What follows belongs to an exercise in optimizing a design on an open flow for small area; a production flow would make more cautious choices.
Only simulation tests tie the RTL to the original design; equivalence was not proved.

==> flow/design.v <==
package skf_pkg;
    localparam int VALUE_W   = 32;
    localparam int COV_FRAC  = 30;
    localparam int COV_W     = COV_FRAC + 2;
    localparam int REG_W     = COV_W;
    localparam int CFG_IDX_W = 2;
    localparam logic [CFG_IDX_W-1:0] REG_PROCESS_NOISE     = CFG_IDX_W'(0);
    localparam logic [CFG_IDX_W-1:0] REG_MEASUREMENT_NOISE = CFG_IDX_W'(1);
    localparam logic [REG_W-1:0]     Q_RESET   = REG_W'(1073742);
    localparam logic [REG_W-1:0]     R_RESET   = REG_W'(10737418);
    localparam logic [2:0] P_IDLE = 3'd0;   
    localparam logic [2:0] P_PRE  = 3'd1;   
    localparam logic [2:0] P_DIV  = 3'd2;   
    localparam logic [2:0] P_EMUL = 3'd3;   
    localparam logic [2:0] P_ECPY = 3'd4;   
    localparam logic [2:0] P_CMUL = 3'd5;   
    localparam logic [2:0] P_CCPY = 3'd6;   
endpackage
module skf_sadd (
    input  logic a,
    input  logic b,
    input  logic ci,
    output logic s,
    output logic co
);
    assign s  = a ^ b ^ ci;
    assign co = (a & b) | (ci & (a ^ b));
endmodule
import skf_pkg::*;
module scalar_kalman_filter_unit (
    input  logic                                 i_clk,
    input  logic                                 i_rst_n,
    input  logic                                 i_in_valid,
    output logic                                 o_in_stall,
    input  logic signed [skf_pkg::VALUE_W-1:0]   i_sample,
    output logic                                 o_out_valid,
    input  logic                                 i_out_stall,
    output logic signed [skf_pkg::VALUE_W-1:0]   o_estimate,
    input  logic                                 i_cfg_we,
    input  logic [skf_pkg::CFG_IDX_W-1:0]        i_cfg_index,
    input  logic [skf_pkg::REG_W-1:0]            i_cfg_data
);
    logic [4:0]  r_cyc;         
    logic [4:0]  r_pc;          
    logic [2:0]  r_ph;
    logic        r_out_valid;
    logic [REG_W-1:0]   r_q, r_r;
    logic [VALUE_W-1:0] r_est;
    logic [31:0]        r_cov;   
    logic [31:0]        r_rem;   
    logic [32:0]        r_g;     
    logic               r_qdef, r_rdef, r_covdef, r_estz;
    logic r_c1, r_c2, r_c3;      
    logic r_d;                   
    logic r_gcap;                
    logic r_seen;                
    logic r_rneg;                
    logic r_satp, r_satd;        
    logic r_rz, r_s1z, r_s1m;    
    logic [REG_W-1:0]   q_reset, r_reset;
    assign q_reset = Q_RESET;
    assign r_reset = R_RESET;
    logic j0, j31;
    logic ph_idle, ph_pre, ph_div, ph_emul, ph_ecpy, ph_cmul, ph_ccpy;
    logic q_bit, r_bit, s_bit, cov_bit, pred_bit, est_bit, smp_bit, take;
    logic g_bit, m_bit;
    logic gz, gm, div_sign, gbit_w;
    logic a_x, a_y, a_ci, a_s, a_co;
    logic b_x, b_ci, b_s, b_co, den_bit;
    logic sub, acc_bit, m_x, m_y, m_ci, m_s, m_co, m_hi;
    logic mul, est_sh, est_in, cov_in, rem31_in, rem30_in, g30_in, g0_in;
    assign j0  = (r_cyc == 5'd0);
    assign j31 = (r_cyc == 5'd31);
    assign ph_idle = (r_ph == P_IDLE);
    assign ph_pre  = (r_ph == P_PRE);
    assign ph_div  = (r_ph == P_DIV);
    assign ph_emul = (r_ph == P_EMUL);
    assign ph_ecpy = (r_ph == P_ECPY);
    assign ph_cmul = (r_ph == P_CMUL);
    assign ph_ccpy = (r_ph == P_CCPY);
    assign mul     = ph_emul || ph_cmul;
    assign q_bit    = r_qdef ? q_reset[r_cyc] : r_q[r_cyc];
    assign r_bit    = r_rdef ? r_reset[r_cyc] : r_r[r_cyc];
    assign s_bit    = i_sample[r_cyc];
    assign cov_bit  = r_covdef ? (r_cyc == 5'd30) : r_cov[0];
    assign pred_bit = r_satp || r_cov[0];
    assign est_bit  = !r_estz && r_est[0];
    assign smp_bit  = r_estz ? r_est[0] : s_bit;
    assign g_bit = j0 ? r_g[0] : r_gcap;
    assign m_bit = g_bit ^ r_seen;
    assign a_x  = ph_pre ? cov_bit : (g_bit && smp_bit);
    assign a_y  = ph_pre ? q_bit : (m_bit && est_bit);
    assign a_ci = !j0 && r_c1;
    skf_sadd u_add_a (.a(a_x), .b(a_y), .ci(a_ci), .s(a_s), .co(a_co));
    assign b_x  = ph_pre ? a_s : pred_bit;
    assign b_ci = !j0 && r_c2;
    skf_sadd u_add_b (.a(b_x), .b(r_bit), .ci(b_ci), .s(b_s), .co(b_co));
    assign den_bit = r_satd || b_s;
    assign sub     = !r_rneg;
    assign acc_bit = (r_pc != 5'd0) && r_rem[0];
    assign m_x     = ph_div ? (!j0 && r_d) : acc_bit;
    assign m_y     = ph_div ? (den_bit ^ sub) : (ph_emul ? a_s : (m_bit && pred_bit));
    assign m_ci    = j0 ? (ph_div && sub) : r_c3;
    skf_sadd u_add_m (.a(m_x), .b(m_y), .ci(m_ci), .s(m_s), .co(m_co));
    assign div_sign = r_rem[0] ^ sub ^ m_co;
    assign m_hi     = ph_emul ? (m_x ^ a_x ^ a_y ^ a_co ^ m_co) : m_co;
    assign gz     = r_rz && r_s1z && !r_satp;
    assign gm     = !gz && (r_satp || r_s1m || r_rz);
    assign gbit_w = gm || (!gz && !div_sign);
    assign cov_in   = ph_pre  ? a_s :
                      ph_ccpy ? (r_seen ? r_rem[0] : r_cov[0]) : r_cov[0];
    assign rem31_in = ph_pre ? a_s : ph_div ? m_s : (mul && j31) ? m_hi : r_rem[0];
    assign rem30_in = (mul && !j0) ? m_s : r_rem[31];
    assign g30_in   = (mul || ph_ecpy) ? r_g[0] : r_g[31];
    assign g0_in    = (ph_div && j31) ? gbit_w : r_g[1];
    assign est_sh   = ph_emul || ph_ecpy || (ph_pre && r_estz);
    assign est_in   = ph_pre  ? s_bit :
                      ph_ecpy ? (r_seen ? r_rem[0] : (!r_estz && r_est[0])) : r_est[0];
    always_ff @(posedge i_clk) begin
        r_cov <= {cov_in, r_cov[31:1]};
        r_rem <= {rem31_in, rem30_in, r_rem[30:1]};
        r_g   <= {r_g[0], r_g[32], g30_in, r_g[30:2], g0_in};
        if (est_sh) r_est <= {est_in, r_est[VALUE_W-1:1]};
        r_c1 <= a_co;
        r_c2 <= b_co;
        r_c3 <= m_co;
        r_d  <= r_rem[0];
        if (j0) r_gcap <= r_g[0];
        if (ph_idle) begin
            r_rz  <= 1'b1;
            r_s1z <= 1'b1;
            r_s1m <= 1'b1;
        end else if (ph_pre) begin
            r_rz  <= r_rz && !r_bit;
            r_s1z <= r_s1z && !a_s;
            r_s1m <= r_s1m && a_s;
        end
        if (ph_pre && j31) begin
            r_satp <= a_co;
            r_satd <= b_co;
        end
        if (ph_pre) r_rneg <= 1'b0;
        else if (ph_div && j31) r_rneg <= div_sign;
        if (j31) begin
            r_seen <= mul && (r_seen || g_bit);
        end
        if (i_cfg_we && i_cfg_index == REG_PROCESS_NOISE) r_q <= i_cfg_data;
        if (i_cfg_we && i_cfg_index == REG_MEASUREMENT_NOISE) r_r <= i_cfg_data;
        if (!i_rst_n) begin
            r_cyc       <= '0;
            r_pc        <= '0;
            r_ph        <= P_IDLE;
            r_out_valid <= 1'b0;
            r_qdef      <= 1'b1;
            r_rdef      <= 1'b1;
            r_covdef    <= 1'b1;
            r_estz      <= 1'b1;
        end else begin
            r_cyc <= r_cyc + 5'd1;
            if (i_cfg_we && i_cfg_index == REG_PROCESS_NOISE) r_qdef <= 1'b0;
            if (i_cfg_we && i_cfg_index == REG_MEASUREMENT_NOISE) r_rdef <= 1'b0;
            if (ph_pre && j31) r_covdef <= 1'b0;
            if (ph_ecpy && j31) r_estz <= 1'b0;
            if (ph_ecpy && j31) begin
                r_out_valid <= 1'b1;
            end else if (!i_out_stall) begin
                r_out_valid <= 1'b0;
            end
            if (j31) begin
                r_pc <= ((ph_div || mul) && r_pc != 5'd29) ? r_pc + 5'd1 : 5'd0;
                case (r_ph)
                    P_IDLE: if (i_in_valid && (!r_out_valid || !i_out_stall)) r_ph <= P_PRE;
                    P_PRE:  r_ph <= P_DIV;
                    P_DIV:  if (r_pc == 5'd29) r_ph <= P_EMUL;
                    P_EMUL: if (r_pc == 5'd29) r_ph <= P_ECPY;
                    P_ECPY: r_ph <= P_CMUL;
                    P_CMUL: if (r_pc == 5'd29) r_ph <= P_CCPY;
                    default: r_ph <= P_IDLE;
                endcase
            end
        end
    end
    assign take        = r_estz ? ph_pre : (ph_emul && r_pc == 5'd29);
    assign o_in_stall  = !(take && j31);
    assign o_out_valid = r_out_valid;
    assign o_estimate  = r_est;
endmodule
clock: 12.0 ns
lec_check: 0
cap_margin: 20
core_margin: 2
core_utilization: 40
slew_margin: 20
standard.sh (not shown) runs the stock make flow with config.mk's settings and CLKGATE_MAP_FILE= SYNTH_SCRIPT=/design/flow/synth_recipe.tcl, a recipe that flattens the netlist after the stock synthesis.
==> flow/flow/run.sh <==
#!/bin/bash
# Standard ORFS layout, with the smallest buffer on the ports and a clock tree
# of small buffers without dummy loads. Make's output goes to flow.log here;
# each ORFS step keeps its own log under orfs/logs.
set -euo pipefail
bash standard.sh \
  "BUFFER_PORTS_ARGS=-buffer_cell sky130_fd_sc_hd__buf_1" \
  "CTS_ARGS=-sink_clustering_enable -repair_clock_nets -buf_list sky130_fd_sc_hd__clkbuf_8 -sink_clustering_size 20 -sink_clustering_max_diameter 60 -root_buf sky130_fd_sc_hd__clkbuf_4 -tree_buf sky130_fd_sc_hd__clkbuf_4 -dont_use_dummy_load" \
  finish > flow.log 2>&1
Then changed:
--- a/flow/design.v
+++ b/flow/design.v
@@ -48,9 +48,10 @@
     logic [VALUE_W-1:0] r_est;
     logic [31:0]        r_cov;   
     logic [31:0]        r_rem;   
     logic [32:0]        r_g;     
-    logic               r_qdef, r_rdef, r_covdef, r_estz;
+    logic               r_qdef, r_rdef;
+    logic               r_fresh;  
     logic r_c1, r_c2, r_c3;      
     logic r_d;                   
     logic r_gcap;                
     logic r_seen;                
@@ -81,12 +82,12 @@
     assign mul     = ph_emul || ph_cmul;
     assign q_bit    = r_qdef ? q_reset[r_cyc] : r_q[r_cyc];
     assign r_bit    = r_rdef ? r_reset[r_cyc] : r_r[r_cyc];
     assign s_bit    = i_sample[r_cyc];
-    assign cov_bit  = r_covdef ? (r_cyc == 5'd30) : r_cov[0];
+    assign cov_bit  = r_fresh ? (r_cyc == 5'd30) : r_cov[0];
     assign pred_bit = r_satp || r_cov[0];
-    assign est_bit  = !r_estz && r_est[0];
-    assign smp_bit  = r_estz ? r_est[0] : s_bit;
+    assign est_bit  = !r_fresh && r_est[0];
+    assign smp_bit  = r_fresh ? r_est[0] : s_bit;
     assign g_bit = j0 ? r_g[0] : r_gcap;
     assign m_bit = g_bit ^ r_seen;
     assign a_x  = ph_pre ? cov_bit : (g_bit && smp_bit);
     assign a_y  = ph_pre ? q_bit : (m_bit && est_bit);
@@ -112,11 +113,11 @@
     assign rem31_in = ph_pre ? a_s : ph_div ? m_s : (mul && j31) ? m_hi : r_rem[0];
     assign rem30_in = (mul && !j0) ? m_s : r_rem[31];
     assign g30_in   = (mul || ph_ecpy) ? r_g[0] : r_g[31];
     assign g0_in    = (ph_div && j31) ? gbit_w : r_g[1];
-    assign est_sh   = ph_emul || ph_ecpy || (ph_pre && r_estz);
+    assign est_sh   = ph_emul || ph_ecpy || (ph_pre && r_fresh);
     assign est_in   = ph_pre  ? s_bit :
-                      ph_ecpy ? (r_seen ? r_rem[0] : (!r_estz && r_est[0])) : r_est[0];
+                      ph_ecpy ? (r_seen ? r_rem[0] : (!r_fresh && r_est[0])) : r_est[0];
     always_ff @(posedge i_clk) begin
         r_cov <= {cov_in, r_cov[31:1]};
         r_rem <= {rem31_in, rem30_in, r_rem[30:1]};
         r_g   <= {r_g[0], r_g[32], g30_in, r_g[30:2], g0_in};
@@ -152,16 +153,14 @@
             r_ph        <= P_IDLE;
             r_out_valid <= 1'b0;
             r_qdef      <= 1'b1;
             r_rdef      <= 1'b1;
-            r_covdef    <= 1'b1;
-            r_estz      <= 1'b1;
+            r_fresh     <= 1'b1;
         end else begin
             r_cyc <= r_cyc + 5'd1;
             if (i_cfg_we && i_cfg_index == REG_PROCESS_NOISE) r_qdef <= 1'b0;
             if (i_cfg_we && i_cfg_index == REG_MEASUREMENT_NOISE) r_rdef <= 1'b0;
-            if (ph_pre && j31) r_covdef <= 1'b0;
-            if (ph_ecpy && j31) r_estz <= 1'b0;
+            if (ph_ecpy && j31) r_fresh <= 1'b0;
             if (ph_ecpy && j31) begin
                 r_out_valid <= 1'b1;
             end else if (!i_out_stall) begin
                 r_out_valid <= 1'b0;
@@ -179,9 +178,9 @@
                 endcase
             end
         end
     end
-    assign take        = r_estz ? ph_pre : (ph_emul && r_pc == 5'd29);
+    assign take        = r_fresh ? ph_pre : (ph_emul && r_pc == 5'd29);
     assign o_in_stall  = !(take && j31);
     assign o_out_valid = r_out_valid;
     assign o_estimate  = r_est;
 endmodule
What happened:
- synthesized area went down by a few percent
- routed wire length rises by a few percent
- non-clock buffer count does not change
- fmax goes down slightly
- register-to-register slack is better by 310 ps
- core utilization climbs by 0.53 points
- worst setup slack gets worse by 61 ps
- worst hold slack gains 33 ps

[port drivers added, routing unchanged]
In the flow no input, the clock included, has a driving cell. The finished layouts below were timed again as built, in two steps. Step 1 assumes that a clkbuf_16 drives the clock port and a buf_2 every other input. Step 2 times the ports against the registers' clock, not the clock port: input delays grow and output delays shrink by t, the midpoint of the rising clock arrivals with the driver on. Slacks: ideal ports / drivers / drivers and shift; pairs: ideal ports / drivers.
| run | t, ns | setup WS [ns] | hold WS [ns] | worst setup path at the end | slew at the worst register clock pin (ns) |
|---|---|---|---|---|---|
| the first run | 0.628 | 5.871 / 5.885 / 5.257 | 0.289 / 0.289 / 0.289 | input to register | 0.11 / 0.11 |
| the second run | 0.609 | 5.811 / 5.799 / 5.189 | 0.322 / 0.322 / 0.322 | input to register | 0.11 / 0.11 |
After both steps setup and hold are still met in every run listed. The setup slack of the second run, which loses most, moves by -0.012 ns with the drivers and by -0.622 ns with both steps.
